This design comes from an exercise in tuning for small area, a short achievable clock period and few clock cycles per item on the open sky130 flow, not from production work.
Only simulation tests tie the RTL to the original design; equivalence was not proved.

<file path="design/flow/design.v">
package ldpc_pkg;
    localparam int LIFT_Z   = 8;
    localparam int NUM_ROWS = 2;
    localparam int NUM_COLS = 4;
    localparam int CODE_N   = NUM_COLS * LIFT_Z;
    localparam int LLR_W    = 6;
    localparam int VEC_W    = LIFT_Z * LLR_W;
    localparam int APP_W    = NUM_COLS * VEC_W;
    localparam int CMSG_W   = 16;
    localparam int ROWMSG_W = LIFT_Z * CMSG_W;
    typedef logic [LIFT_Z*LLR_W-1:0]  llr_vec_t;
    typedef logic [3:0]               iter_t;
endpackage
`timescale 1ns/1ps
module decode_ctrl #(
    parameter int NUM_ITER_MAX = 10
) (
    input  logic         clk,
    input  logic         rst_n,
    input  logic         in_req,
    input  logic [1:0]   in_col,
    input  logic [47:0]  in_llr,
    input  logic [3:0]   max_iter,
    input  logic         out_ack,
    input  logic         syndrome_zero,
    input  logic [31:0]  hard_bits,
    output logic         in_ack,
    output logic         start,
    output logic         hold,
    output logic         row,
    output logic [31:0]  ld_s,
    output logic [159:0] ld_m,
    output logic         out_req,
    output logic [31:0]  decoded,
    output logic [3:0]   iterations_used,
    output logic         decode_success,
    output logic [15:0]  cycle_count
);
    logic [191:0] fbuf;
    logic [191:0] fbuf_d;
    logic [3:0]   flim;
    logic [3:0]   flim_d;
    logic [1:0]   beat_cnt;
    logic         buf_full;
    logic         acc;
    logic         frame_avail;
    assign acc         = in_req && !in_ack && !buf_full;
    assign frame_avail = buf_full || (acc && beat_cnt == 2'd3);
    always_comb begin
        fbuf_d = fbuf;
        for (int c = 0; c < 4; c++)
            if (acc && in_col == 2'(c))
                fbuf_d[48*c +: 48] = in_llr;
        flim_d = flim;
        if (acc && in_col == 2'd0)
            flim_d = (max_iter > 4'(NUM_ITER_MAX)) ? 4'(NUM_ITER_MAX) : max_iter;
    end
    always_ff @(posedge clk) begin
        fbuf <= fbuf_d;
        flim <= flim_d;
    end
    always_comb begin
        for (int j = 0; j < 4; j++) begin
            for (int p = 0; p < 8; p++) begin
                logic [5:0] x;
                logic [5:0] nx;
                x  = fbuf_d[(j*8 + ((p + j) % 8))*6 +: 6];
                nx = -x;
                ld_s[j*8 + p] = x[5];
                ld_m[(j*8 + p)*5 +: 5] = !x[5] ? x[4:0] : (nx[5] ? 5'd31 : nx[4:0]);
            end
        end
    end
    logic       run;
    logic       first;
    logic [3:0] iter_cnt;
    logic [3:0] iter_lim;
    logic       res_valid;
    logic       check;
    logic       fin;
    logic       res_free;
    logic       take;
    assign check    = run && !row && !first;
    assign fin      = check && (syndrome_zero || iter_cnt >= iter_lim);
    assign res_free = !res_valid || (out_req && out_ack);
    assign take     = fin && res_free;
    assign start    = (!run || take) && frame_avail;
    assign hold     = fin && !res_free;
    always_ff @(posedge clk or negedge rst_n) begin
        if (!rst_n) begin
            in_ack    <= 1'b0;
            beat_cnt  <= '0;
            buf_full  <= 1'b0;
            run       <= 1'b0;
            row       <= 1'b0;
            first     <= 1'b0;
            iter_cnt  <= '0;
            iter_lim  <= '0;
            res_valid <= 1'b0;
            out_req   <= 1'b0;
        end else begin
            in_ack <= in_req && (in_ack || !buf_full);
            if (acc) beat_cnt <= beat_cnt + 1'b1;
            buf_full <= frame_avail && !start;
            if (start) begin
                run      <= 1'b1;
                row      <= 1'b0;
                first    <= 1'b1;
                iter_cnt <= '0;
                iter_lim <= flim_d;
            end else if (take) begin
                run <= 1'b0;
            end else if (run && !hold) begin
                row   <= !row;
                first <= 1'b0;
                if (row) iter_cnt <= iter_cnt + 1'b1;
            end
            if (out_req) begin
                if (out_ack) begin
                    out_req   <= 1'b0;
                    res_valid <= take;
                end
            end else begin
                if ((res_valid || take) && !out_ack) out_req <= 1'b1;
                if (take) res_valid <= 1'b1;
            end
        end
    end
    always_ff @(posedge clk) begin
        if (take) begin
            decoded         <= hard_bits;
            iterations_used <= iter_cnt;
            decode_success  <= syndrome_zero;
            cycle_count     <= {12'd0, iter_cnt} + {10'd0, iter_cnt, 2'b00};
        end
    end
endmodule
`timescale 1ns/1ps
module app_memory (
    input  logic         clk,
    input  logic         start,        
    input  logic         hold,         
    input  logic         row,          
    input  logic [31:0]  ld_s,
    input  logic [159:0] ld_m,
    input  logic [31:0]  upd_s,
    input  logic [159:0] upd_m,
    output logic [31:0]  app_s,
    output logic [159:0] app_m
);
    logic [31:0]  rot_s;
    logic [159:0] rot_m;
    for (genvar j = 0; j < 4; j++) begin : g_col
        localparam int D0 = (j == 0) ? 0 : (j == 1) ? 6 : (j == 2) ? 5 : 4;
        localparam int D1 = (j == 0) ? 0 : (j == 1) ? 2 : (j == 2) ? 3 : 4;
        for (genvar p = 0; p < 8; p++) begin : g_lane
            localparam int I0 = (p + 8 - D0) % 8;
            localparam int I1 = (p + 8 - D1) % 8;
            assign rot_s[j*8 + p]          = row ? upd_s[j*8 + I1] : upd_s[j*8 + I0];
            assign rot_m[(j*8 + p)*5 +: 5] = row ? upd_m[(j*8 + I1)*5 +: 5] : upd_m[(j*8 + I0)*5 +: 5];
        end
    end
    always_ff @(posedge clk) begin
        if (start) begin
            app_s <= ld_s;
            app_m <= ld_m;
        end else if (!hold) begin
            app_s <= rot_s;
            app_m <= rot_m;
        end
    end
endmodule
`timescale 1ns/1ps
module check_node (
    input  logic [3:0]  app_s,       
    input  logic [19:0] app_m,       
    input  logic [15:0] msg_old,     
    output logic [3:0]  new_s,
    output logic [19:0] new_m,
    output logic [15:0] msg_new
);
    logic [4:0] m1s_o, m2s_o;
    logic [1:0] idx_o;
    logic [3:0] sg_o;
    assign m1s_o = msg_old[4:0];
    assign m2s_o = msg_old[9:5];
    assign idx_o = msg_old[11:10];
    assign sg_o  = msg_old[15:12];
    logic [4:0] mq [4];
    logic [3:0] sq;
    logic [4:0] sc [4];       
    logic [4:0] rm [4];       
    logic       lt [4][4];    
    logic [3:0] amin;         
    logic       par;
    always_comb begin
        for (int j = 0; j < 4; j++) begin
            logic [4:0] ma, mr;
            logic [5:0] sum, d1, d2;
            ma  = app_m[5*j +: 5];
            mr  = (idx_o == 2'(j)) ? m2s_o : m1s_o;
            sum = {1'b0, ma} + {1'b0, mr};
            d1  = {1'b0, ma} - {1'b0, mr};
            d2  = {1'b0, mr} - {1'b0, ma};
            if (app_s[j] != sg_o[j]) begin
                mq[j] = sum[5] ? 5'd31 : sum[4:0];
                sq[j] = app_s[j];
            end else if (!d1[5]) begin
                mq[j] = d1[4:0];
                sq[j] = app_s[j];
            end else begin
                mq[j] = d2[4:0];
                sq[j] = ~app_s[j];
            end
        end
    end
    always_comb begin
        for (int j = 0; j < 4; j++) begin
            logic [6:0] t;
            t = {2'b00, mq[j]} + {1'b0, mq[j], 1'b0};
            sc[j] = t[6:2];
        end
        for (int a = 0; a < 4; a++)
            for (int b = 0; b < 4; b++)
                lt[a][b] = (mq[a] < mq[b]);
        for (int j = 0; j < 4; j++) begin
            int x, y, z;
            x = (j == 0) ? 1 : 0;
            y = (j <= 1) ? 2 : 1;
            z = (j <= 2) ? 3 : 2;
            if (!lt[y][x] && !lt[z][x])
                rm[j] = sc[x];
            else if (!lt[z][y])
                rm[j] = sc[y];
            else
                rm[j] = sc[z];
        end
        amin[0] = !lt[1][0] && !lt[2][0] && !lt[3][0];
        amin[1] =  lt[1][0] && !lt[2][1] && !lt[3][1];
        amin[2] =  lt[2][0] &&  lt[2][1] && !lt[3][2];
        amin[3] =  lt[3][0] &&  lt[3][1] &&  lt[3][2];
        par = sq[0] ^ sq[1] ^ sq[2] ^ sq[3];
    end
    always_comb begin
        for (int j = 0; j < 4; j++) begin
            logic [5:0] sum, d1, d2;
            sum = {1'b0, mq[j]} + {1'b0, rm[j]};
            d1  = {1'b0, mq[j]} - {1'b0, rm[j]};
            d2  = {1'b0, rm[j]} - {1'b0, mq[j]};
            if (!par) begin
                new_m[5*j +: 5] = sum[5] ? 5'd31 : sum[4:0];
                new_s[j]        = sq[j];
            end else if (!d1[5]) begin
                new_m[5*j +: 5] = d1[4:0];
                new_s[j]        = sq[j];
            end else begin
                new_m[5*j +: 5] = d2[4:0];
                new_s[j]        = ~sq[j];
            end
        end
    end
    always_comb begin
        logic [4:0] m1s, m2s;
        logic [1:0] idx;
        m1s = ({5{amin[0]}} & sc[0]) | ({5{amin[1]}} & sc[1]) |
              ({5{amin[2]}} & sc[2]) | ({5{amin[3]}} & sc[3]);
        m2s = ({5{amin[0]}} & rm[0]) | ({5{amin[1]}} & rm[1]) |
              ({5{amin[2]}} & rm[2]) | ({5{amin[3]}} & rm[3]);
        idx = {amin[2] | amin[3], amin[1] | amin[3]};
        msg_new = {sq ^ {4{par}}, idx, m2s, m1s};
    end
endmodule
module layer_unit (
    input  logic         clk,
    input  logic         msg_clear,    
    input  logic [31:0]  app_s,
    input  logic [159:0] app_m,
    output logic [31:0]  upd_s,        
    output logic [159:0] upd_m
);
    logic [127:0] msg_a;    
    logic [127:0] msg_b;
    logic [127:0] msg_n;
    for (genvar i = 0; i < 8; i++) begin : g_cn
        logic [3:0]  s_in, s_out;
        logic [19:0] m_in, m_out;
        for (genvar j = 0; j < 4; j++) begin : g_col
            assign s_in[j]            = app_s[j*8 + i];
            assign m_in[5*j +: 5]     = app_m[(j*8 + i)*5 +: 5];
            assign upd_s[j*8 + i]     = s_out[j];
            assign upd_m[(j*8 + i)*5 +: 5] = m_out[5*j +: 5];
        end
        check_node u_cn (
            .app_s   (s_in),
            .app_m   (m_in),
            .msg_old (msg_a[16*i +: 16]),
            .new_s   (s_out),
            .new_m   (m_out),
            .msg_new (msg_n[16*i +: 16])
        );
    end
    always_ff @(posedge clk) begin
        if (msg_clear) begin
            msg_a <= '0;
            msg_b <= '0;
        end else begin
            msg_a <= msg_b;
            msg_b <= msg_n;
        end
    end
endmodule
`timescale 1ns/1ps
module syndrome_check (
    input  logic [31:0]  app_s,
    input  logic [159:0] app_m,
    output logic [31:0]  hard_bits,      
    output logic         syndrome_zero
);
    logic [31:0] hp;    
    logic [15:0] syn;
    always_comb begin
        for (int k = 0; k < 32; k++)
            hp[k] = app_s[k] & (|app_m[5*k +: 5]);
        for (int j = 0; j < 4; j++)
            for (int i = 0; i < 8; i++)
                hard_bits[j*8 + i] = hp[j*8 + ((i + 8 - j) % 8)];
        for (int i = 0; i < 8; i++) begin
            syn[i]     = hp[i] ^ hp[8 + i] ^ hp[16 + i] ^ hp[24 + i];
            syn[8 + i] = hp[i] ^ hp[8 + ((i + 2) % 8)] ^ hp[16 + ((i + 3) % 8)] ^ hp[24 + ((i + 4) % 8)];
        end
    end
    assign syndrome_zero = ~|syn;
endmodule
`timescale 1ns/1ps
module ldpc_decoder_top #(
    parameter int NUM_ITER_MAX = 10
) (
    input  logic               clk,
    input  logic               rst_n,
    input  logic               in_req,
    input  logic [1:0]         in_col,
    input  ldpc_pkg::llr_vec_t in_llr,
    input  ldpc_pkg::iter_t    max_iter,
    output logic               in_ack,
    input  logic               out_ack,
    output logic               out_req,
    output logic [31:0]        decoded,
    output ldpc_pkg::iter_t    iterations_used,
    output logic               decode_success,
    output logic [15:0]        cycle_count
);
    logic         start;
    logic         hold;
    logic         row;
    logic [31:0]  ld_s;
    logic [159:0] ld_m;
    logic [31:0]  app_s;
    logic [159:0] app_m;
    logic [31:0]  upd_s;
    logic [159:0] upd_m;
    logic [31:0]  hard_bits;
    logic         syndrome_zero;
    decode_ctrl #(
        .NUM_ITER_MAX (NUM_ITER_MAX)
    ) u_ctrl (
        .clk             (clk),
        .rst_n           (rst_n),
        .in_req          (in_req),
        .in_col          (in_col),
        .in_llr          (in_llr),
        .max_iter        (max_iter),
        .out_ack         (out_ack),
        .syndrome_zero   (syndrome_zero),
        .hard_bits       (hard_bits),
        .in_ack          (in_ack),
        .start           (start),
        .hold            (hold),
        .row             (row),
        .ld_s            (ld_s),
        .ld_m            (ld_m),
        .out_req         (out_req),
        .decoded         (decoded),
        .iterations_used (iterations_used),
        .decode_success  (decode_success),
        .cycle_count     (cycle_count)
    );
    app_memory u_app (
        .clk   (clk),
        .start (start),
        .hold  (hold),
        .row   (row),
        .ld_s  (ld_s),
        .ld_m  (ld_m),
        .upd_s (upd_s),
        .upd_m (upd_m),
        .app_s (app_s),
        .app_m (app_m)
    );
    layer_unit u_layer (
        .clk       (clk),
        .msg_clear (start),
        .app_s     (app_s),
        .app_m     (app_m),
        .upd_s     (upd_s),
        .upd_m     (upd_m)
    );
    syndrome_check u_syn (
        .app_s         (app_s),
        .app_m         (app_m),
        .hard_bits     (hard_bits),
        .syndrome_zero (syndrome_zero)
    );
endmodule
</file>
<file path="design/flow/run.sh">
#!/bin/bash
# synth_recipe.tcl (not shown) runs the flow's synth.tcl, then flattens the netlist and writes it again
# the make line also repeats each setting of config.mk as NAME=value (left out here)
make -C /OpenROAD-flow-scripts/flow DESIGN_CONFIG=/design/flow/config.mk WORK_HOME=/design/flow/orfs CLKGATE_MAP_FILE= SYNTH_SCRIPT=/design/flow/synth_recipe.tcl finish
</file>
<file path="design/flow/config.mk">
export PLATFORM = sky130hd
export DESIGN_NAME = ldpc_decoder_top
export DESIGN_NICKNAME = ldpc_decoder_top
export VERILOG_FILES = /design/flow/design.v
export SDC_FILE = /design/flow/constraint.sdc
export NUM_CORES = 4
export LEC_CHECK = 0
export ABC_AREA = 1
export CAP_MARGIN = 20
export CORE_MARGIN = 2
export CORE_UTILIZATION = 40
export SLEW_MARGIN = 20
</file>
<file path="design/flow/constraint.sdc">
create_clock -name core_clock -period 15.0 [get_ports {clk}]
set_input_delay 3.0000 -clock core_clock [delete_from_list [all_inputs] [get_ports {clk}]]
set_output_delay 3.0000 -clock core_clock [all_outputs]
set_load 0.01 [all_outputs]
</file>
==> metrics.cfg, run 1 <==
[clock_tree]
cts_tree = yes
clkSinkCount = 703
clk_latency_ns = 0.75
ctsHoldBuffers = 0
cts_root_buf = clkbuf_16
cts_setup_buffers = 0
cts_buffers = 91
h-tree-depth = 3
cts_resized = 0
clockBufferDepth = 3
clkTransAtPathRegs_ns = 0.07

[grt]
antenna_found_initial = 24
grt_pass1_vias = 77010
grt_first_pass_wirelength_um = 452400
gr-total-overflow = 0
grtUsageTotal = 0.2609
grt_max_degree = 164

[logic_synthesis]
yosys_warnings = 9
synth_top_area_cell = ha_1
netlist_instances = 13040
synth_top_family_by_area = simple AND/OR/NAND/NOR gates
synth_area_leaders = ha_1 (18%), nand2_1 (15%), dfxtp_1 (10%), inv_1 (9.0%), edfxtp_1 (8.1%)
synth_ff_type = dfxtp_1
yosys_register_bits = 703
synth_xor_area_frac = 0.06015
seq_area_frac_synth = 0.1901
synth_area_per_cell_um2 = 6.655
yosys.area.top_type_share = 0.1753
synth_edf_count = 234
netlist_area_um2 = 86800
synth_mux_area_frac = 0.007424
ys_types = 72
synthAdderAreaFrac = 0.2235
async_flop_share = 0.02418
synthSimpleGateAreaFrac = 0.2743
synth_compound_area_frac = 0.1358

[min_path]
hold_class = flip-flop to flip-flop
min_from = u_layer.msg_b[118]$_SDFF_PP0_

[finish]
syn_to_final_growth_pct = 8.097
drive_gt1_frac = 0.04207
final_nets = 14530
stdcell_count = 15970

[place]
port_buffers = 103
pre_cts_slack_ns = 7.245
globalplace.congestion = 1.013
place_inst = 15790
dp_hpwl_um = 240900

[timing]
maxSlewHeadroom = 0.2545
fin_crit_ns = 7.925
maxSlewViolCount = 0
period_share = 0.5283
tightest_slew_ns = 1.107
setup_viol = 0
fmaxAchievable_ghz = 0.1262
rsz0062_at_grt = false
timing.final.ws_setup_ns = 7.075
tns_ns = 0
hold_viol = 0
skew_ns = 0.03368

[worst_setup_path]
crit_buf_inv = 6
arrival_ns = 8.54
rr_startpoint = u_layer.msg_a[123]$_SDFF_PP0_
slowest_delay_ns = 0.74
crit_end = u_app.app_m[46]$_DFFE_PP_
worst_path_max_delay_cell = o21ai_0
critical_path_class = flip-flop to flip-flop
required_ns = 15.61
startpoint = u_layer.msg_a[123]$_SDFF_PP0_
crit_top_cell = nand2_1
startpoint_type = flip-flop
endpoint_kind = flip-flop
reg2reg_depth = 34
r2r-end = u_app.app_m[46]$_DFFE_PP_
critPathMaxFanout = 10
path_delay_family = compound AO/OA/AOI/OAI gates
worst-path-stages = 34
r2r_slack_ns = 7.08

[route]
drt_wl_total_um = 296700
vias_per_cell = 5.141
initialDrtViolationCount = 6835
vias = 82130
drtPass1Iterations = 6
wl_per_cell_um = 18.57
drtAntennaViolNets = 0
drt_drc_violations_left = 0

[status]
outcome = timing/DRC/antenna clean

[floorplanning]
io_pins = 113
dieWidth_um = 469.8
fp-row-count = 170
start_util = 0.4032
dieArea_um2 = 220700
core-area_um2 = 215300
die_y_um = 469.8

[flow_run]
maxCapViolCount = 0

-- worst min-delay path by stage --
stage,cells past startpoint,endpoint
2_1_floorplan,2,u_layer.msg_a[0]$_SDFF_PP0_
3_3_place_gp,2,u_layer.msg_a[104]$_SDFF_PP0_
3_5_place_dp,2,u_layer.msg_a[74]$_SDFF_PP0_
4_1_cts,2,u_layer.msg_a[103]$_SDFF_PP0_
5_1_grt,2,u_layer.msg_a[7]$_SDFF_PP0_
6_report,2,u_layer.msg_a[118]$_SDFF_PP0_
-- routing by layer --
metal / track usage / routed length (µm) / vias to the layer above
met5: 0 / 0 / -
met4: 0.1232 / 15030 / 0
met3: 0.03223 / 16610 / 522
met2: 0.4252 / 133000 / 2300
met1: 0.3422 / 132000 / 37680
li1: - / - / 41620
-- registers in the layout, summed over array words and instances (netlist names), 2 cells and up --
signal / flops
u_ctrl.iter_cnt: 4
u_ctrl.fbuf: 192
u_app.app_m: 160
u_ctrl.iter_lim: 4
u_app.app_s: 32
u_layer.msg_a: 128
u_ctrl.decoded: 32
u_ctrl.flim: 4
u_ctrl.cycle_count: 5
u_layer.msg_b: 128
u_ctrl.iterations_used: 4
u_ctrl.beat_cnt: 2
-- area by class of cell --
cell class,count,area [µm²]
Clock inverter,51,576.8
Timing Repair Buffer,168,1544
Inverter,2148,8082
Clock buffer,121,2566
Sequential cell,703,16500
Multi-Input combinational cell,9931,60970
Fill cell,22780,121400
Antenna cell,13,32.53
Tap cell,2838,3551
-- layout by cell type (no fill, tap or decap), drive strengths merged, types with 87 or more instances in the layout --
cell type,netlist,routed
clkbuf,98,121
ha,1216,1216
xnor2,182,182
nand3,813,813
edfxtp,234,234
nor2,1033,1033
nor3,87,87
o21ai,1057,1057
nand4,115,115
xor2,394,394
a21oi,656,656
o21bai,116,116
fa,209,209
clkdlybuf4s50,0,103
dfxtp,452,452
nand2,3527,3527
or2,121,121
inv,2146,2154
-- cells in the mapped netlist, types with 107 or more instances --
cell type and number:
a21oi_1 639, dfxtp_1 452, edfxtp_1 234, fa_1 209, ha_1 1216, inv_1 2091
nand2_1 3509, nand3_1 790, nand4_1 115, nor2_1 1011, o21ai_0 933, o21bai_1 116
or2_2 107, xnor2_1 168, xor2_1 389
-- worst reg2reg max path: cells and delay by family, from the launching register on --
kind | cells | cell delay (ns)
flip-flops | 1 | 0.35
multiplexers | 1 | 0.40
buffers and inverters | 6 | 1.05
AND/OR/NAND/NOR | 17 | 2.38
AO/OA/AOI/OAI | 7 | 2.62
adder cells (fa/ha/maj) | 3 | 1.01
-- per-stage QoR --
step	utilization	area, µm²	hold WS (ns)
after floorplan	-	86830	0.3936
after global placement	0.4211	90650	0.3943
after detailed placement	0.4211	90650	0.3966
after CTS	0.4357	93790	0.3943
after global routing	0.4358	93810	0.4099
final	0.4359	93830	0.3973
-- cells by family after synthesis --
| logic type | Yosys count |
|---|---|
| adders and majority gates | 1425 |
| and+or+nand+nor | 5747 |
| DFF | 703 |
| xor gates and xnor gates | 576 |
| buffers and inverters | 2417 |
| other | 1 |
| AOI/OAI and AO/OA | 2113 |
| muxes | 61 |
Testbench counts, summed over its fixed seeds: cycles 13,953, frames 1,200.
==> inputs of run 2 (changes only) <==
--- a/design/flow/config.mk
+++ b/design/flow/config.mk
@@ -6,5 +6,4 @@
 export NUM_CORES = 4
 export LEC_CHECK = 0
-export ABC_AREA = 1
 export CAP_MARGIN = 20
 export CORE_MARGIN = 2
==> run 2 against run 1 <==
Sequential cell count is the same. Non-clock buffer count grew 88. Sequential share of layout area grew 0.058 points. Register-to-register slack lost 1.4 ns. Wire length grew 1.4%. Critical endpoint is now u_app.app_m[113]$_DFFE_PP_.
==> metrics.cfg, run 2 <==
[status]
outcome = timing/DRC/antenna clean

[logic_synthesis]
yosys.area.top_type_share = 0.1776
seq_area_frac_synth = 0.1926
synth_top_family_by_area = adder cells
synth_commonest_cells = inv_1 (1268), ha_1 (1216), a21oi_1 (754), nor2_1 (718), mux2i_1 (599)
synth_compound_area_frac = 0.2226
async_flop_share = 0.02418
synth_top_area_cell = ha_1
synth_ff_type = dfxtp_1
netlist_instances = 10170
ys_types = 121
synth_edf_count = 234
synthAdderAreaFrac = 0.2281
yosysMostFrequentCell = inv_1
synthSimpleGateAreaFrac = 0.1374
synth_area_per_cell_um2 = 8.429
synth_xor_area_frac = 0.03566
yosys_warnings = 9
synth_area_leaders = ha_1 (18%), dfxtp_1 (11%), edfxtp_1 (8.2%), mux2i_1 (7.0%), inv_1 (5.6%)
synth_mux_area_frac = 0.1140
yosys_register_bits = 703
netlist_area_um2 = 85690

[worst_setup_path]
rr_startpoint = u_layer.msg_a[26]$_SDFF_PP0_
path_delay_family = compound AO/OA/AOI/OAI gates
crit_buf_inv = 2
worst_path_max_delay_cell = a2bb2oi_1
required_ns = 15.48
crit_top_cell = mux2i_1
startpoint_type = flip-flop
arrival_ns = 9.78
endpoint_kind = flip-flop
startpoint = u_layer.msg_a[26]$_SDFF_PP0_
critPathMaxFanout = 10
slowest_delay_ns = 0.67
critical_path_class = flip-flop to flip-flop

[timing]
tightest_slew_ns = 1.284
fin_crit_ns = 9.304
rsz0062_at_grt = false
fmaxAchievable_ghz = 0.1075
maxSlewHeadroom = 0.1423
maxSlewViolCount = 0
skew_ns = 0.04485
period_share = 0.6202
hold_viol = 0
setup_viol = 0
tns_ns = 0

[floorplanning]
die_y_um = 466.8
dieArea_um2 = 217900
start_util = 0.4032
dieWidth_um = 466.8
io_pins = 113
core-area_um2 = 212500
fp-row-count = 169

[route]
drt_wl_total_um = 300900
initialDrtViolationCount = 6625
drtAntennaViolNets = 0
wl_per_cell_um = 22.86
vias_per_cell = 5.846
vias = 76940
drtPass1Iterations = 14
drt_drc_violations_left = 0

[grt]
gr-total-overflow = 0
grtUsageTotal = 0.2664
grt_pass1_vias = 73890
antenna_found_initial = 22
grt_first_pass_wirelength_um = 452300
grt_max_degree = 145

[finish]
multi_input_area_um2 = 63370
fillers = 20910
stdcell_count = 13160
design_area_um2 = 93520
regMostFlops = u_ctrl.fbuf
largest_reg_flops = 192
reg.largest.list = u_ctrl.fbuf: 192 flops, u_app.app_m: 160 flops
regArea_um2 = 16500
final_cell_mix = inv_1 (1267), ha_1 (1216), a21oi_1 (754), nor2_1 (717), mux2i_1 (599)
drive_gt1_frac = 0.08082
final_nets = 11740
layout_commonest_cell = inv_1
syn_to_final_growth_pct = 9.138

[place]
globalplace.congestion = 0.9682
dp_hpwl_um = 239900
place_inst = 12980
placed_area_um2 = 90330
port_buffers = 103

[clock_tree]
cts_setup_buffers = 0
cts_resized = 0
clockBufferDepth = 3
cts_buffers = 91
ctsHoldBuffers = 0
clk_latency_ns = 0.76
clkSinkCount = 703
cts_tree = yes
clkTransAtPathRegs_ns = 0.06
cts_root_buf = clkbuf_16
h-tree-depth = 3

[min_path]
min_from = u_layer.msg_b[108]$_SDFF_PP0_
hold_class = flip-flop to flip-flop

[flow_run]
maxCapViolCount = 0

-- run 2: changes by cell type in the layout (fill, tap and decap cells not counted), sizes merged, moves of 102 or more --
cell    delta
nand2   -3021
inv      -873
nand3    -612
mux2i    +566
o21ai    -496
mux2     +306
nor2     -305
xor2     -298
and2     +167
nand2b   +140
a21o     +126
nor2b    +123
a21oi    +102
-- run 2: final timing paths --
kind | slack, ns | cells after the start | endpoint
setup / recovery | 5.70 | 27 | u_app.app_m[113]$_DFFE_PP_
hold / removal | 0.41 | 1 | u_layer.msg_a[108]$_SDFF_PP0_
setup reg to reg | 5.70 | 27 | u_app.app_m[113]$_DFFE_PP_
hold reg to reg | 0.41 | 1 | u_layer.msg_a[108]$_SDFF_PP0_
max in group asynchronous | 11.66 | 1 | u_ctrl.row$_DFFE_PN0P_
min in group asynchronous | 2.75 | 1 | u_ctrl.in_ack$_DFF_PN0_
-- run 2: stage by stage --
step | worst slack, ns | util | hold WS [ns]
4_1_cts | 5.862 | 0.4398 | 0.4150
3_5_place_dp | 5.944 | 0.4251 | 0.4097
3_3_place_gp | 5.990 | 0.4250 | 0.4064
5_1_grt | 5.061 | 0.4400 | 0.4237
6_report | 5.696 | 0.4401 | 0.4083
2_1_floorplan | 7.044 | - | 0.4057
-- run 2: worst register-to-register path, cell delays in order (launching register included) --
cell and delay, ns:
dfxtp_1 0.36, nor2_1 0.39, mux2_2 0.45, ha_1 0.41, o21ai_0 0.28, a21oi_1 0.15, o21ai_1 0.53, mux2i_1 0.16
a2bb2oi_1 0.67, inv_1 0.41, ha_1 0.38, o21ai_0 0.07, nand2b_1 0.12, maj3_1 0.20, a21oi_2 0.11, a211oi_4 0.52
mux2i_1 0.65, inv_1 0.25, ha_1 0.24, o21bai_1 0.15, a21oi_1 0.21, o21bai_1 0.09, a21oi_1 0.55, mux2_2 0.43
mux2_2 0.26, mux2i_1 0.44, mux2i_1 0.17, o21ai_0 0.40
-- run 2: final cells by class --
cell class / instances / share of cell area
Clock buffer: 118 / 0.02779
Tap cell: 2821 / 0.03774
Inverter: 1270 / 0.05099
Timing Repair Buffer: 256 / 0.02344
Antenna cell: 9 / 0.0002408
Clock inverter: 51 / 0.005726
Sequential cell: 703 / 0.1765
Multi-Input combinational cell: 7933 / 0.6776
-- run 2: per-layer routing --
metal,track usage,vias up,share of wire
met4,0.1088,4,0.045
li1,-,36620,-
met1,0.3511,37240,0.44
met5,0,-,0.000090
met2,0.4399,2553,0.46
met3,0.03178,511,0.059
-- run 2: cell families (layout without fill, tap and decap cells) --
logic type               Yosys count  in the layout
AO/OA/AOI/OAI                   2837           2837
AND/OR/NAND/NOR                 2400           2400
multiplexers                     933            933
adder cells (fa/ha/maj)         1439           1439
XOR/XNOR                         315            315
buffers and inverters           1538           1695
flip-flops                       703            703
other                              1             18
==> inputs of run 3 (changes only) <==
--- a/design/flow/design.v
+++ b/design/flow/design.v
@@ -29,6 +29,5 @@
     output logic         hold,
     output logic         row,
-    output logic [31:0]  ld_s,
-    output logic [159:0] ld_m,
+    output logic [191:0] ld,
     output logic         out_req,
     output logic [31:0]  decoded,
@@ -64,9 +63,6 @@
             for (int p = 0; p < 8; p++) begin
                 logic [5:0] x;
-                logic [5:0] nx;
-                x  = fbuf_d[(j*8 + ((p + j) % 8))*6 +: 6];
-                nx = -x;
-                ld_s[j*8 + p] = x[5];
-                ld_m[(j*8 + p)*5 +: 5] = !x[5] ? x[4:0] : (nx[5] ? 5'd31 : nx[4:0]);
+                x = fbuf_d[(j*8 + ((p + j) % 8))*6 +: 6];
+                ld[(j*8 + p)*6 +: 6] = {x[5], x[4:1], x[0] | (x[5] & ~|x[4:0])};
             end
         end
@@ -142,13 +138,9 @@
     input  logic         hold,         
     input  logic         row,          
-    input  logic [31:0]  ld_s,
-    input  logic [159:0] ld_m,
-    input  logic [31:0]  upd_s,
-    input  logic [159:0] upd_m,
-    output logic [31:0]  app_s,
-    output logic [159:0] app_m
+    input  logic [191:0] ld,
+    input  logic [191:0] upd,
+    output logic [191:0] app
 );
-    logic [31:0]  rot_s;
-    logic [159:0] rot_m;
+    logic [191:0] rot;
     for (genvar j = 0; j < 4; j++) begin : g_col
         localparam int D0 = (j == 0) ? 0 : (j == 1) ? 6 : (j == 2) ? 5 : 4;
@@ -157,25 +149,19 @@
             localparam int I0 = (p + 8 - D0) % 8;
             localparam int I1 = (p + 8 - D1) % 8;
-            assign rot_s[j*8 + p]          = row ? upd_s[j*8 + I1] : upd_s[j*8 + I0];
-            assign rot_m[(j*8 + p)*5 +: 5] = row ? upd_m[(j*8 + I1)*5 +: 5] : upd_m[(j*8 + I0)*5 +: 5];
+            assign rot[(j*8 + p)*6 +: 6] = row ? upd[(j*8 + I1)*6 +: 6] : upd[(j*8 + I0)*6 +: 6];
         end
     end
     always_ff @(posedge clk) begin
-        if (start) begin
-            app_s <= ld_s;
-            app_m <= ld_m;
-        end else if (!hold) begin
-            app_s <= rot_s;
-            app_m <= rot_m;
-        end
+        if (start)
+            app <= ld;
+        else if (!hold)
+            app <= rot;
     end
 endmodule
 `timescale 1ns/1ps
 module check_node (
-    input  logic [3:0]  app_s,       
-    input  logic [19:0] app_m,       
+    input  logic [23:0] app_in,      
     input  logic [15:0] msg_old,     
-    output logic [3:0]  new_s,
-    output logic [19:0] new_m,
+    output logic [23:0] app_out,
     output logic [15:0] msg_new
 );
@@ -187,4 +173,5 @@
     assign idx_o = msg_old[11:10];
     assign sg_o  = msg_old[15:12];
+    logic [5:0] q  [4];
     logic [4:0] mq [4];
     logic [3:0] sq;
@@ -194,23 +181,21 @@
     logic [3:0] amin;         
     logic       par;
+    function automatic logic [5:0] sat6(input logic [6:0] d);
+        if (!d[6] && d[5])
+            sat6 = 6'b011111;
+        else if (d[6] && (!d[5] || d[4:0] == 5'd0))
+            sat6 = 6'b100001;
+        else
+            sat6 = d[5:0];
+    endfunction
     always_comb begin
         for (int j = 0; j < 4; j++) begin
-            logic [4:0] ma, mr;
-            logic [5:0] sum, d1, d2;
-            ma  = app_m[5*j +: 5];
-            mr  = (idx_o == 2'(j)) ? m2s_o : m1s_o;
-            sum = {1'b0, ma} + {1'b0, mr};
-            d1  = {1'b0, ma} - {1'b0, mr};
-            d2  = {1'b0, mr} - {1'b0, ma};
-            if (app_s[j] != sg_o[j]) begin
-                mq[j] = sum[5] ? 5'd31 : sum[4:0];
-                sq[j] = app_s[j];
-            end else if (!d1[5]) begin
-                mq[j] = d1[4:0];
-                sq[j] = app_s[j];
-            end else begin
-                mq[j] = d2[4:0];
-                sq[j] = ~app_s[j];
-            end
+            logic [4:0] mr;
+            logic [6:0] d;
+            mr    = (idx_o == 2'(j)) ? m2s_o : m1s_o;
+            d     = {app_in[6*j+5], app_in[6*j +: 6]} + ({2'b00, mr} ^ {7{~sg_o[j]}}) + {6'd0, ~sg_o[j]};
+            q[j]  = sat6(d);
+            sq[j] = q[j][5];
+            mq[j] = (q[j][4:0] ^ {5{sq[j]}}) + {4'd0, sq[j]};
         end
     end
@@ -244,18 +229,9 @@
     always_comb begin
         for (int j = 0; j < 4; j++) begin
-            logic [5:0] sum, d1, d2;
-            sum = {1'b0, mq[j]} + {1'b0, rm[j]};
-            d1  = {1'b0, mq[j]} - {1'b0, rm[j]};
-            d2  = {1'b0, rm[j]} - {1'b0, mq[j]};
-            if (!par) begin
-                new_m[5*j +: 5] = sum[5] ? 5'd31 : sum[4:0];
-                new_s[j]        = sq[j];
-            end else if (!d1[5]) begin
-                new_m[5*j +: 5] = d1[4:0];
-                new_s[j]        = sq[j];
-            end else begin
-                new_m[5*j +: 5] = d2[4:0];
-                new_s[j]        = ~sq[j];
-            end
+            logic       ng;
+            logic [6:0] d;
+            ng = par ^ sq[j];
+            d  = {q[j][5], q[j]} + ({2'b00, rm[j]} ^ {7{ng}}) + {6'd0, ng};
+            app_out[6*j +: 6] = sat6(d);
         end
     end
@@ -274,8 +250,6 @@
     input  logic         clk,
     input  logic         msg_clear,    
-    input  logic [31:0]  app_s,
-    input  logic [159:0] app_m,
-    output logic [31:0]  upd_s,        
-    output logic [159:0] upd_m
+    input  logic [191:0] app,
+    output logic [191:0] upd           
 );
     logic [127:0] msg_a;    
@@ -283,18 +257,13 @@
     logic [127:0] msg_n;
     for (genvar i = 0; i < 8; i++) begin : g_cn
-        logic [3:0]  s_in, s_out;
-        logic [19:0] m_in, m_out;
+        logic [23:0] a_in, a_out;
         for (genvar j = 0; j < 4; j++) begin : g_col
-            assign s_in[j]            = app_s[j*8 + i];
-            assign m_in[5*j +: 5]     = app_m[(j*8 + i)*5 +: 5];
-            assign upd_s[j*8 + i]     = s_out[j];
-            assign upd_m[(j*8 + i)*5 +: 5] = m_out[5*j +: 5];
+            assign a_in[6*j +: 6]         = app[(j*8 + i)*6 +: 6];
+            assign upd[(j*8 + i)*6 +: 6]  = a_out[6*j +: 6];
         end
         check_node u_cn (
-            .app_s   (s_in),
-            .app_m   (m_in),
+            .app_in  (a_in),
             .msg_old (msg_a[16*i +: 16]),
-            .new_s   (s_out),
-            .new_m   (m_out),
+            .app_out (a_out),
             .msg_new (msg_n[16*i +: 16])
         );
@@ -312,6 +281,5 @@
 `timescale 1ns/1ps
 module syndrome_check (
-    input  logic [31:0]  app_s,
-    input  logic [159:0] app_m,
+    input  logic [191:0] app,
     output logic [31:0]  hard_bits,      
     output logic         syndrome_zero
@@ -321,5 +289,5 @@
     always_comb begin
         for (int k = 0; k < 32; k++)
-            hp[k] = app_s[k] & (|app_m[5*k +: 5]);
+            hp[k] = app[6*k + 5];
         for (int j = 0; j < 4; j++)
             for (int i = 0; i < 8; i++)
@@ -353,10 +321,7 @@
     logic         hold;
     logic         row;
-    logic [31:0]  ld_s;
-    logic [159:0] ld_m;
-    logic [31:0]  app_s;
-    logic [159:0] app_m;
-    logic [31:0]  upd_s;
-    logic [159:0] upd_m;
+    logic [191:0] ld;
+    logic [191:0] app;
+    logic [191:0] upd;
     logic [31:0]  hard_bits;
     logic         syndrome_zero;
@@ -377,6 +342,5 @@
         .hold            (hold),
         .row             (row),
-        .ld_s            (ld_s),
-        .ld_m            (ld_m),
+        .ld              (ld),
         .out_req         (out_req),
         .decoded         (decoded),
@@ -390,22 +354,16 @@
         .hold  (hold),
         .row   (row),
-        .ld_s  (ld_s),
-        .ld_m  (ld_m),
-        .upd_s (upd_s),
-        .upd_m (upd_m),
-        .app_s (app_s),
-        .app_m (app_m)
+        .ld    (ld),
+        .upd   (upd),
+        .app   (app)
     );
     layer_unit u_layer (
         .clk       (clk),
         .msg_clear (start),
-        .app_s     (app_s),
-        .app_m     (app_m),
-        .upd_s     (upd_s),
-        .upd_m     (upd_m)
+        .app       (app),
+        .upd       (upd)
     );
     syndrome_check u_syn (
-        .app_s         (app_s),
-        .app_m         (app_m),
+        .app           (app),
         .hard_bits     (hard_bits),
         .syndrome_zero (syndrome_zero)
--- a/design/flow/config.mk
+++ b/design/flow/config.mk
@@ -6,4 +6,5 @@
 export NUM_CORES = 4
 export LEC_CHECK = 0
+export ABC_AREA = 1
 export CAP_MARGIN = 20
 export CORE_MARGIN = 2
==> run 3 against run 2 <==
Still clean on timing, DRC and antenna. Via count shrank 6.9%. Sequential share of layout area grew 3.4 points. First-iteration DRC count shrank 1.3%. Cell count grew 2.2%. Clock-buffer cell count shrank 13. Sequential cell count is the same. Die area shrank 16%. Largest cell class unchanged. Highest routed layer unchanged.
==> metrics.cfg, run 3 <==
[timing]
fin_crit_ns = 8.648
hold_viol = 0
setup_viol = 0
maxSlewHeadroom = 0.2462
rsz0062_at_grt = false
skew_ns = 0.03968
fmaxAchievable_ghz = 0.1156
tns_ns = 0
tightest_slew_ns = 1.123
maxSlewViolCount = 0
timing.final.ws_setup_ns = 6.352
period_share = 0.5765

[floorplanning]
dieArea_um2 = 182300
start_util = 0.4019
dieWidth_um = 427.0
io_pins = 113
fp-row-count = 155
core-area_um2 = 178000
die_y_um = 427.0

[logic_synthesis]
ys_types = 78
netlist_area_um2 = 71560
synth_ff_type = dfxtp_1
netlist_instances = 10930
synth_area_per_cell_um2 = 6.549
synth_commonest_cells = nand2_1 (3192), inv_1 (1601), nand3_1 (1017), nor2_1 (626), o21ai_0 (589)
async_flop_share = 0.02418
synth_top_area_cell = nand2_1
yosys_register_bits = 703
yosys.area.top_type_share = 0.1674
synth_edf_count = 234
seq_area_frac_synth = 0.2306
yosysMostFrequentCell = nand2_1
yosys_warnings = 10
synth_area_leaders = nand2_1 (17%), dfxtp_1 (13%), ha_1 (9.9%), edfxtp_1 (9.8%), inv_1 (8.4%)

[grt]
grt_first_pass_wirelength_um = 402200
antenna_found_initial = 12
grt_max_degree = 102
gr-total-overflow = 0
grtUsageTotal = 0.2863
grt_pass1_vias = 66700

[finish]
syn_to_final_growth_pct = 9.529
final_cell_mix = nand2_1 (3189), inv_1 (1599), nand3_1 (1015), nor2_1 (623), o21ai_0 (589)
reg.largest.list = u_app.app: 192 flops, u_ctrl.fbuf: 192 flops
drive_gt1_frac = 0.07232
design_area_um2 = 78380
final_nets = 11720
layout_commonest_cell = nand2_1

[worst_setup_path]
critical_path_class = flip-flop to flip-flop
startpoint_type = flip-flop
critPathMaxFanout = 12
crit_top_cell = nand2_1
worst_path_max_delay_cell = o21ai_0
arrival_ns = 9.12
endpoint_kind = flip-flop
required_ns = 15.47
slowest_delay_ns = 0.52

[place]
globalplace.congestion = 0.9708
dp_hpwl_um = 218500
pre_cts_slack_ns = 6.554
placed_area_um2 = 75260
port_buffers = 103

[clock_tree]
clkSinkCount = 703
clkTransAtPathRegs_ns = 0.06
cts_root_buf = clkbuf_16
cts_resized = 0
clockBufferDepth = 3
cts_tree = yes
clk_latency_ns = 0.73
cts_setup_buffers = 0
h-tree-depth = 3
ctsHoldBuffers = 0
cts_buffers = 88

[route]
drt_wl_total_um = 266900
drtPass1Iterations = 8
wl_per_cell_um = 19.85
drtAntennaViolNets = 0
vias = 71620
initialDrtViolationCount = 6539
vias_per_cell = 5.325
drt_drc_violations_left = 0

[status]
outcome = timing/DRC/antenna clean

[flow_run]
maxCapViolCount = 0

[min_path]
hold_class = flip-flop to flip-flop

-- run 3: cell count changes after synthesis, moves of 138 or more --
cell      before   now
nand3_1      201  1017
xor2_1        94   478
mux2i_1      599    45
mux2_2       329     4
and2_1       174    29
inv_1       1268  1601
o21bai_1     177    16
nand2_1      500  3192
ha_1        1216   568
a21oi_1      754   344
nand2b_1     140     2
nand2_2        6   229
-- run 3: worst max-delay path: cells and delay by family (launching register included) --
kind	cells	cell delay (ns)
AOI/OAI and AO/OA	7	1.99
xor gates and xnor gates	2	0.63
adders and majority gates	5	1.68
buffers and inverters	5	0.60
DFF	1	0.46
and+or+nand+nor	21	3.02
-- run 3: layer usage --
layer | GRT usage | wire [µm] | vias up
li1 | - | - | 35580
met1 | 0.3910 | 121100 | 33460
met2 | 0.4646 | 119100 | 2187
met3 | 0.03195 | 16020 | 390
met4 | 0.1029 | 10580 | 4
met5 | 0 | 27 | -
-- run 3: metrics by stage --
step	hold slack, ns	utilization	instances
global placement	0.3950	0.4227	13280
CTS	0.4036	0.4402	13440
detailed placement	0.3977	0.4227	13280
global route	0.4166	0.4402	13450
finish	0.4044	0.4402	13450
floorplan	0.3936	-	10940
-- run 3: cells by family (layout without fill, tap and decap cells) --
kind of cell | count (synthesis) | count (layout) | share of synthesized area
xor+xnor | 630 | 630 | 0.07968
simple gates | 5532 | 5532 | 0.3373
mux | 49 | 49 | 0.006924
flops | 703 | 703 | 0.2306
compound gates | 1455 | 1455 | 0.1216
fa+ha+maj | 649 | 649 | 0.1220
other cells | 1 | 13 | 0.00005240
buf+inv | 1908 | 2062 | 0.1019
-- run 3: cell type report --
type | count | area (µm²)
Fill cell | 18670 | 99650
Tap cell | 2355 | 2947
Multi-Input combinational cell | 8324 | 47880
Clock buffer | 105 | 2461
Clock inverter | 61 | 644.4
Timing Repair Buffer | 142 | 1336
Sequential cell | 703 | 16500
Inverter | 1754 | 6596
Antenna cell | 4 | 10.01
-- run 3: final timing paths --
check                                                  to                         start  cells past startpoint  slack (ns)
setup / recovery                  u_app.app[60]$_DFFE_PP_  u_layer.msg_a[75]$_SDFF_PP0_                     40        6.35
hold / removal               u_layer.msg_a[58]$_SDFF_PP0_  u_layer.msg_b[58]$_SDFF_PP0_                      2        0.40
setup reg to reg                  u_app.app[60]$_DFFE_PP_  u_layer.msg_a[75]$_SDFF_PP0_                     40        6.35
hold reg to reg              u_layer.msg_a[58]$_SDFF_PP0_  u_layer.msg_b[58]$_SDFF_PP0_                      2        0.40
max in group asynchronous  u_ctrl.iter_cnt[2]$_DFFE_PN0P_                         rst_n                      1       11.70
min in group asynchronous        u_ctrl.first$_DFFE_PN0P_                         rst_n                      1        2.77
Testbench counts of run 3, summed over its fixed seeds: cycles 13,953, frames 1,200.
==> inputs of run 4 (changes only) <==
--- a/design/flow/config.mk
+++ b/design/flow/config.mk
@@ -6,5 +6,4 @@
 export NUM_CORES = 4
 export LEC_CHECK = 0
-export ABC_AREA = 1
 export CAP_MARGIN = 20
 export CORE_MARGIN = 2
==> run 4 against run 3 <==
Die area is 6.5% higher. Worst hold slack better by 0.013 ns. Critical path depth is 4 lower.
==> metrics.cfg, run 4 <==
[status]
outcome = timing/DRC/antenna clean

[logic_synthesis]
synth_ff_type = dfxtp_1
netlist_instances = 9379
async_flop_share = 0.02418
synth_area_leaders = dfxtp_1 (12%), ha_1 (9.3%), edfxtp_1 (9.2%), xnor2_1 (6.8%), mux2i_1 (5.6%)
netlist_area_um2 = 76280
yosysMostFrequentCell = nor2_1
synth_area_per_cell_um2 = 8.133
synth_edf_count = 234
seq_area_frac_synth = 0.2163
synth_commonest_cells = nor2_1 (774), nand2_1 (718), a21oi_1 (639), xnor2_1 (593), ha_1 (568)
ys_types = 146
yosys.area.top_type_share = 0.1186
synth_top_area_cell = dfxtp_1
yosys_register_bits = 703
yosys_warnings = 10

[clock_tree]
ctsHoldBuffers = 0
h-tree-depth = 3
clk_latency_ns = 0.71
cts_resized = 0
clkTransAtPathRegs_ns = 0.06
cts_buffers = 85
clockBufferDepth = 3
clkSinkCount = 703
cts_setup_buffers = 0
cts_root_buf = clkbuf_16
cts_tree = yes

[timing]
fin_crit_ns = 11.06
hold_viol = 0
rsz0062_at_grt = false
tightest_slew_ns = 1.125
maxSlewHeadroom = 0.2477
fmaxAchievable_ghz = 0.09041
period_share = 0.7373
tns_ns = 0
skew_ns = 0.03846
setup_viol = 0
timing.final.ws_setup_ns = 3.940
maxSlewViolCount = 0

[finish]
final_cell_mix = nor2_1 (771), nand2_1 (717), a21oi_1 (639), xnor2_1 (589), ha_1 (568)
design_area_um2 = 83010
fillers = 18950
syn_to_final_growth_pct = 8.819
final_nets = 10070
layout_commonest_cell = nor2_1
stdcell_count = 11960
multi_input_area_um2 = 56560
reg.largest.list = u_app.app: 192 flops, u_ctrl.fbuf: 192 flops
drive_gt1_frac = 0.06987
regArea_um2 = 16500

[grt]
grt_first_pass_wirelength_um = 421500
busiest_layer = met2
met1_usage = 0.3663
met2_usage = 0.4397
use_met3 = 0.04169
grt_max_degree = 140
grt_pass1_vias = 68320
grtUsageTotal = 0.2792
antenna_found_initial = 21
gr-total-overflow = 0

[floorplanning]
start_util = 0.4020
core-area_um2 = 189800
fp-row-count = 160
io_pins = 113
dieArea_um2 = 194200
dieWidth_um = 440.7
die_y_um = 440.7

[worst_setup_path]
crit_top_cell = xnor2_1
worst_path_max_delay_cell = nor4bb_1
arrival_ns = 11.60
required_ns = 15.54
crit_buf_inv = 0
slowest_delay_ns = 0.89
r2r_slack_ns = 3.94
critical_path_class = flip-flop to flip-flop
endpoint_kind = flip-flop
path_delay_family = compound AO/OA/AOI/OAI gates
critPathMaxFanout = 10
startpoint_type = flip-flop

[place]
pre_cts_slack_ns = 4.137
port_buffers = 103
placed_area_um2 = 80030
place_inst = 11780
dp_hpwl_um = 222000
globalplace.congestion = 0.9890

[route]
initialDrtViolationCount = 7172
drt_drc_violations_left = 0
wl_per_cell_um = 23.50
drt_wl_total_um = 281100
vias_per_cell = 6.094
vias = 72880
drtAntennaViolNets = 0
drtPass1Iterations = 6

[flow_run]
maxCapViolCount = 0

[min_path]
hold_class = flip-flop to flip-flop

## run 4: cell types whose count changed after synthesis, moves of 295 or more
cell,previous run,this run
nand2_1,3192,718
nand3_1,1017,212
xnor2_1,129,593
inv_1,1601,485
mux2i_1,45,426
a21oi_1,344,639
## run 4: final cells by class
| cell class | instances | share of cell area |
|---|---|---|
| Inverter | 551 | 0.02495 |
| Multi-Input combinational cell | 7820 | 0.6813 |
| Antenna cell | 17 | 0.0005125 |
| Clock inverter | 36 | 0.003482 |
| Sequential cell | 703 | 0.1988 |
| Timing Repair Buffer | 199 | 0.02140 |
| Clock buffer | 123 | 0.03171 |
| Tap cell | 2511 | 0.03785 |
## run 4: metal layers
layer  up-vias  routed length, µm
met4         6              16890
li1      34500                  -
met2      2728             123400
met1     35090             121800
met3       555              18860
met5         -                 47
## run 4: logic make-up after synthesis
logic type               Yosys count  synth area share
multiplexers                     588           0.08071
other                              1        0.00004916
flip-flops                       703            0.2163
XOR/XNOR                         801           0.09348
buffers and inverters            864           0.04399
AND/OR/NAND/NOR                 3070            0.2012
adder cells (fa/ha/maj)          776            0.1312
AO/OA/AOI/OAI                   2576            0.2330
## run 4: final timing paths
path                                                   to                     startpoint  cells past startpoint
setup / recovery                 u_app.app[114]$_DFFE_PP_   u_layer.msg_a[11]$_SDFF_PP0_                     36
hold / removal              u_layer.msg_a[120]$_SDFF_PP0_  u_layer.msg_b[120]$_SDFF_PP0_                      1
setup reg to reg                 u_app.app[114]$_DFFE_PP_   u_layer.msg_a[11]$_SDFF_PP0_                     36
hold reg to reg             u_layer.msg_a[120]$_SDFF_PP0_  u_layer.msg_b[120]$_SDFF_PP0_                      1
max in group asynchronous  u_ctrl.iter_lim[0]$_DFFE_PN0P_                          rst_n                      1
min in group asynchronous  u_ctrl.iter_cnt[0]$_DFFE_PN0P_                          rst_n                      1
## run 4: metrics by stage
stage | utilization | hold slack (ns)
3_5_place_dp | 0.4217 | 0.4097
3_3_place_gp | 0.4216 | 0.4063
5_1_grt | 0.4373 | 0.4314
2_1_floorplan | - | 0.4057
6_report | 0.4374 | 0.4175
4_1_cts | 0.4371 | 0.4233
## run 4: worst reg2reg max path: cells and delay by family (launching register included)
kind / cells / cell delay, ns
AOI/OAI and AO/OA: 15 / 4.51
xor gates and xnor gates: 3 / 0.53
adders and majority gates: 4 / 1.57
DFF: 1 / 0.50
muxes: 1 / 0.26
and+or+nand+nor: 13 / 3.52

## separate check: timing with driven ports
No port has a modelled driver above. Below, the same layouts with a new extraction and two added sets of constraints.
Step 1 sets driving cells, clkbuf_16 on the clock port and buf_2 on the other inputs (assumed; they add their load-dependent delay and slew).
Step 2 also shifts input and output timing later by t, the mid clock arrival at the registers, as if the neighbouring blocks saw the same clock.
Slacks: no drivers / after step 1 / after step 2; pairs: no drivers / after step 1.
run	t (ns)	slack for setup (ns)	worst hold slack (ns)	latest minus earliest clock arrival (ns)	worst slew at a driven data input, ns
run 1	0.822	7.075 / 7.075 / 7.075	0.397 / 0.397 / 0.397	0.034 / 0.034	0.28
run 2	0.837	5.696 / 5.696 / 5.696	0.408 / 0.408 / 0.408	0.045 / 0.044	0.06
run 3	0.790	6.352 / 6.352 / 6.352	0.404 / 0.404 / 0.404	0.041 / 0.041	0.16
run 4	0.773	3.940 / 3.940 / 3.940	0.418 / 0.418 / 0.418	0.040 / 0.040	0.21
After both steps setup and hold are still met in every run listed.
